This design comes from an exercise in tuning for small area, a short achievable clock period and few clock cycles per item on the open sky130 flow, not from production work.
At most, simulation tests tie the RTL to the original design; equivalence was not proved.
Power figures rest on the tool's default switching activity, not on a simulated workload.

## JK
// rosetta_core
module rosetta_core #(
    parameter int num_pe = rosetta_pkg::num_pe,
    parameter int word_w = rosetta_pkg::word_w
) (
    input  logic                          clk,
    input  logic                          rst,
    output logic                          im_ren,
    output rosetta_pkg::pc_t              im_raddr,
    input  rosetta_pkg::inst_t            im_rdata,
    output logic                          pam_x_ren,
    output rosetta_pkg::row_addr_t        pam_x_raddr,
    input  logic [num_pe-1:0]             pam_x_rdata,
    output logic                          am_x_ren,
    output rosetta_pkg::row_addr_t        am_x_raddr,
    input  logic [num_pe*word_w-1:0]      am_x_rdata,
    output logic                          bm_ren,
    output rosetta_pkg::row_addr_t        bm_raddr,
    input  logic [num_pe*word_w-1:0]      bm_rdata,
    output logic                          wm_ren,
    output rosetta_pkg::waddr_t           wm_raddr,
    input  logic [num_pe*word_w-1:0]      wm_rdata,
    output logic                          am_r_wen,
    output rosetta_pkg::row_addr_t        am_r_waddr,
    output logic [num_pe*word_w-1:0]      am_r_wdata,
    output logic                          done
);
clock: 9.0 ns
lec_check: 0
cap_margin: 20
core_margin: 2
core_utilization: 55
setup_slack_margin: 5
slew_margin: 20
tns_end_percent: 0
standard.sh (not shown) runs the stock make flow with config.mk's settings and CLKGATE_MAP_FILE= SYNTH_SCRIPT=/design/flow/synth_recipe.tcl, a recipe that flattens the netlist after the stock synthesis.
==> flow/flow/run.sh <==
#!/bin/bash
# The standard layout, with plain buf_1 cells as the port buffers instead of the
# delay buffers buffer_ports picks by itself. The whole make output goes to layout.log.
set -euo pipefail
bash standard.sh "BUFFER_PORTS_ARGS=-buffer_cell sky130_fd_sc_hd__buf_1" finish > layout.log 2>&1
The final layout from JK, which completed every stage, passed the timing, DRC and antenna checks at the end of the flow.
Testbench counts of JK, summed over its fixed seeds: cycles 4,944, items 1,180.
Inputs modified between JK and MS:
-- flow/design.v --
<<< JK, line 166
    assign t_ones     = (c_q ? hi_ones_m1 : hi_ones) & &acc_q[split-1:word_w-1];
    assign t_neg      = hi[acc_w-split-1] ^ (c_q & &hi[acc_w-split-2:0]);
    always_comb begin
        if (t_ones || t_zeros) begin
            result = acc_q[word_w-1:0];
        end else if (t_neg) begin
            result = {1'b1, {(word_w-1){1'b0}}};
        end else begin
            result = {1'b0, {(word_w-1){1'b1}}};
        end
    end
>>> MS, line 166
    assign t_ones     = (c_q ? hi_ones_m1 : hi_ones) & &acc_q[split-1:word_w-1];
    assign t_neg      = hi[acc_w-split-1] ^ (c_q & &hi[acc_w-split-2:0]);
    always_ff @(posedge clk) begin
        if (t_ones || t_zeros) begin
            result <= acc_q[word_w-1:0];
        end else if (t_neg) begin
            result <= {1'b1, {(word_w-1){1'b0}}};
        end else begin
            result <= {1'b0, {(word_w-1){1'b1}}};
        end
    end
<<< JK, line 295
    logic               e3_wen_q;
    logic [4:0]         e3_dst_q;
    logic               done_q;
    logic [1:0]         opcode;
>>> MS, line 295
    logic               e3_wen_q;
    logic [4:0]         e3_dst_q;
    logic               e4_wen_q;
    logic [4:0]         e4_dst_q;
    logic               done_q;
    logic [1:0]         opcode;
<<< JK, line 350
            e2_v_q   <= 1'b0;
            e3_wen_q <= 1'b0;
            done_q   <= 1'b0;
        end else begin
>>> MS, line 352
            e2_v_q   <= 1'b0;
            e3_wen_q <= 1'b0;
            e4_wen_q <= 1'b0;
            done_q   <= 1'b0;
        end else begin
<<< JK, line 364
            e2_v_q   <= e1_v_q;
            e3_wen_q <= e2_v_q && e2_last_q;
            done_q   <= done_q || (halted_d && !ir_v_d && !s_v_d && !s_v_q && !e1_v_q);
        end
    end
>>> MS, line 367
            e2_v_q   <= e1_v_q;
            e3_wen_q <= e2_v_q && e2_last_q;
            e4_wen_q <= e3_wen_q;
            done_q   <= done_q || (halted_d && !ir_v_d && !s_v_d && !s_v_q && !e1_v_q && !e2_v_q);
        end
    end
<<< JK, line 403
        e2_dst_q   <= e1_dst_q;
        e3_dst_q   <= e2_dst_q;
    end
    assign pam_x_ren   = ir_v_q;
>>> MS, line 407
        e2_dst_q   <= e1_dst_q;
        e3_dst_q   <= e2_dst_q;
        e4_dst_q   <= e3_dst_q;
    end
    assign pam_x_ren   = ir_v_q;
<<< JK, line 412
    assign bm_ren      = s_v_q && s_first_q;
    assign bm_raddr    = s_bias_q;
    assign am_r_wen    = e3_wen_q;
    assign am_r_waddr  = e3_dst_q;
    assign done        = done_q;
    assign e1_k        = e1_k_q;
>>> MS, line 417
    assign bm_ren      = s_v_q && s_first_q;
    assign bm_raddr    = s_bias_q;
    assign am_r_wen    = e4_wen_q;
    assign am_r_waddr  = e4_dst_q;
    assign done        = done_q;
    assign e1_k        = e1_k_q;
[summary]
Between MS and JK, it is MS whose row count is higher, by 1. On final setup slack of the worst path: between JK and MS, it ends up lower for MS. Cell area | MS vs JK | MS larger. MS vs. JK: final cell count without fillers climbed 118, worst stage delay on the critical path roughly the same, aggregate routed wire length moved up, wire length of the first global-routing pass now sits higher, initial detailed-routing violation count rose by about 16%. Between JK and MS, sequential group power increased.
Testbench counts of MS, summed over its fixed seeds: cycles 4,952, items 1,180.


Setup of lane 1:
Another version of the RTL of rosetta_core (not shown whole).
Size in the first run: about 3100 cells after synthesis, ~450 flip-flops, about 340 I/O pins.
Settings: LEC_CHECK=0, CAP_MARGIN=20, CORE_MARGIN=2, CORE_UTILIZATION=55, CTS_CLUSTER_DIAMETER=80, CTS_CLUSTER_SIZE=25, SETUP_SLACK_MARGIN=5, SLEW_MARGIN=20, TNS_END_PERCENT=0; clock period 9.0 ns.
Scripts as last shown in full above: flow/flow/run.sh
For lane 2, these inputs were changed with respect to lane 1:
--- a/flow/design.v
+++ b/flow/design.v
@@ -147,27 +147,28 @@
     assign hc88 = base[18];
     assign row_a = {hs87, hs85, hs83, hs81, fs79, fs77, fs75, fs73, fs71, fs69, fs67, fs65, fs63, fs61, fs59, fs57, fs55, hs53, hs51};
     assign row_b = {hc86, hc84, hc82, fc80, fc78, fc76, fc74, fc72, fc70, fc68, fc66, fc64, fc62, fc60, fc58, fc56, hc54, hc52, bd_neg[0]};
     logic [split:0]         lo_sum;
     logic [acc_w-split-1:0] hi_sum;
     assign lo_sum = {1'b0, row_a[split-1:0]} + {1'b0, row_b[split-1:0]};
     assign hi_sum = row_a[acc_w-1:split] + row_b[acc_w-1:split];
-    logic                   hz_q, ho_q, hm1_q, ho_low_q;
     always_ff @(posedge clk) begin
-        acc_q    <= {hi_sum, lo_sum[split-1:0]};
-        c_q      <= lo_sum[split];
-        hz_q     <= ~|hi_sum;
-        ho_q     <= &hi_sum;
-        hm1_q    <= &hi_sum[acc_w-split-1:1] & ~hi_sum[0];
-        ho_low_q <= &hi_sum[acc_w-split-2:0];
+        acc_q <= {hi_sum, lo_sum[split-1:0]};
+        c_q   <= lo_sum[split];
     end
+    logic [acc_w-split-1:0] hi;
+    logic                   hi_zero, hi_ones, hi_ones_m1;
     logic                   t_zeros, t_ones, t_neg;
-    assign t_zeros    = (c_q ? ho_q : hz_q) & ~|acc_q[split-1:word_w-1];
-    assign t_ones     = (c_q ? hm1_q : ho_q) & &acc_q[split-1:word_w-1];
-    assign t_neg      = acc_q[acc_w-1] ^ (c_q & ho_low_q);
+    assign hi         = acc_q[acc_w-1:split];
+    assign hi_zero    = ~|hi;
+    assign hi_ones    = &hi;
+    assign hi_ones_m1 = &hi[acc_w-split-1:1] & ~hi[0];
+    assign t_zeros    = (c_q ? hi_ones : hi_zero) & ~|acc_q[split-1:word_w-1];
+    assign t_ones     = (c_q ? hi_ones_m1 : hi_ones) & &acc_q[split-1:word_w-1];
+    assign t_neg      = hi[acc_w-split-1] ^ (c_q & &hi[acc_w-split-2:0]);
     always_comb begin
         if (t_ones || t_zeros) begin
             result = acc_q[word_w-1:0];
         end else if (t_neg) begin
             result = {1'b1, {(word_w-1){1'b0}}};
         end else begin
             result = {1'b0, {(word_w-1){1'b1}}};
@@ -273,15 +274,14 @@
     logic [3:0]         ir_x_q;
     logic [4:0]         ir_bias_q;
     logic [4:0]         ir_dst_q;
     logic [10:0]        ir_wb_q;
     logic               s_v_q;
     logic               s_last_q;    
     logic               s_rd_q;      
-    logic [10:0]        s_wa_q;      
     logic               s_first_q;
     logic               s_empty_q;
     logic [idx_w-1:0]   s_k_q;
     logic [num_pe-1:0]  s_rest_q;
     logic [3:0]         s_x_q;
     logic [4:0]         s_bias_q;
     logic [4:0]         s_dst_q;
@@ -372,15 +372,14 @@
             ir_x_q    <= im_rdata[rosetta_pkg::x_msb:rosetta_pkg::x_lsb];
             ir_bias_q <= im_rdata[rosetta_pkg::bias_msb:rosetta_pkg::bias_lsb];
             ir_dst_q  <= im_rdata[rosetta_pkg::dst_msb:rosetta_pkg::dst_lsb];
             ir_wb_q   <= im_rdata[rosetta_pkg::wb_msb:rosetta_pkg::wb_lsb];
         end
     end
     always_ff @(posedge clk) begin
-        s_wa_q <= (take ? ir_wb_q : s_wb_q) + rosetta_pkg::waddr_t'(take ? mask_idx : rest_idx);
         if (take) begin
             s_first_q <= 1'b1;
             s_empty_q <= ~|mask_pres;
             s_last_q  <= ~|mask_rest;
             s_k_q     <= mask_idx;
             s_rest_q  <= mask_rest;
             s_x_q     <= ir_x_q;
@@ -403,15 +402,15 @@
         e2_last_q  <= e1_last_q;
         e2_dst_q   <= e1_dst_q;
         e3_dst_q   <= e2_dst_q;
     end
     assign pam_x_ren   = 1'b1;
     assign pam_x_raddr = {1'b0, ir_free ? im_rdata[rosetta_pkg::x_msb:rosetta_pkg::x_lsb] : ir_x_q};
     assign wm_ren      = s_rd_q;
-    assign wm_raddr    = s_wa_q;
+    assign wm_raddr    = s_wb_q + rosetta_pkg::waddr_t'(s_k_q);
     assign am_x_ren    = wm_ren;
     assign am_x_raddr  = {1'b0, s_x_q};
     assign bm_ren      = s_v_q && s_first_q;
     assign bm_raddr    = s_bias_q;
     assign am_r_wen    = e3_wen_q;
     assign am_r_waddr  = e3_dst_q;
     assign done        = done_q;
==> run notes <==
- Lane 2 does worse than lane 1 on worst clock skew.
- Summary — critical path depth, lane 2 relative to lane 1: lower, by 1.
- Diff lane 1 -> lane 2: net switching fraction of the power shrank by 0.98 points, count of buffers not belonging to the clock network in the layout shrank by 10%.
- Looking at buffer share of cell area across lane 1 and lane 2, the one that comes out higher is lane 1.
- Against lane 1, lane 2 comes in 3 higher on antenna diode count.
- Looking at share of power burned in combinational logic, lane 2 sits 2.0 points below lane 1.
Testbench counts of lane 2, summed over its fixed seeds: cycles 4,705, items 1,180.
For lane 1, only the layout was checked, not whether the RTL still works.

what the ideal ports hide:
In the flow no input, the clock included, has a driving cell. The finished layouts below were timed again as built, in two steps. Step 1 (the two cells are an assumption about what drives the block):
set clk [get_ports {clk}]
set_driving_cell -lib_cell sky130_fd_sc_hd__clkbuf_16 $clk
set_driving_cell -lib_cell sky130_fd_sc_hd__buf_2 [delete_from_list [all_inputs] $clk]
Step 2 adds t to the input delays and takes it off the output delays; t is the mean of the earliest and latest rising clock arrival at the registers after step 1. Input paths then give back, and output paths get back, about the clock's delay inside the block. Three values: no drivers, after step 1, after step 2; two values: the first two.
run | t, ns | setup WS [ns] | hold WS [ns] | worst data-port slew with drivers (ns)
JK | 0.656 | 4.857 / 4.796 / 4.772 | 0.315 / 0.315 / 0.315 | 0.11
MS | 0.666 | 4.779 / 4.779 / 4.669 | 0.325 / 0.325 / 0.325 | 0.08
lane 1 | 0.639 | 4.768 / 4.701 / 4.805 | 0.334 / 0.334 / 0.334 | 0.11
lane 2 | 0.663 | 4.608 / 4.547 / 4.692 | 0.333 / 0.333 / 0.333 | 0.18
After both steps every run listed still meets setup and hold. For MS, which loses most, drivers alone change the setup slack by 0.000 ns; drivers and shift together by -0.110 ns.
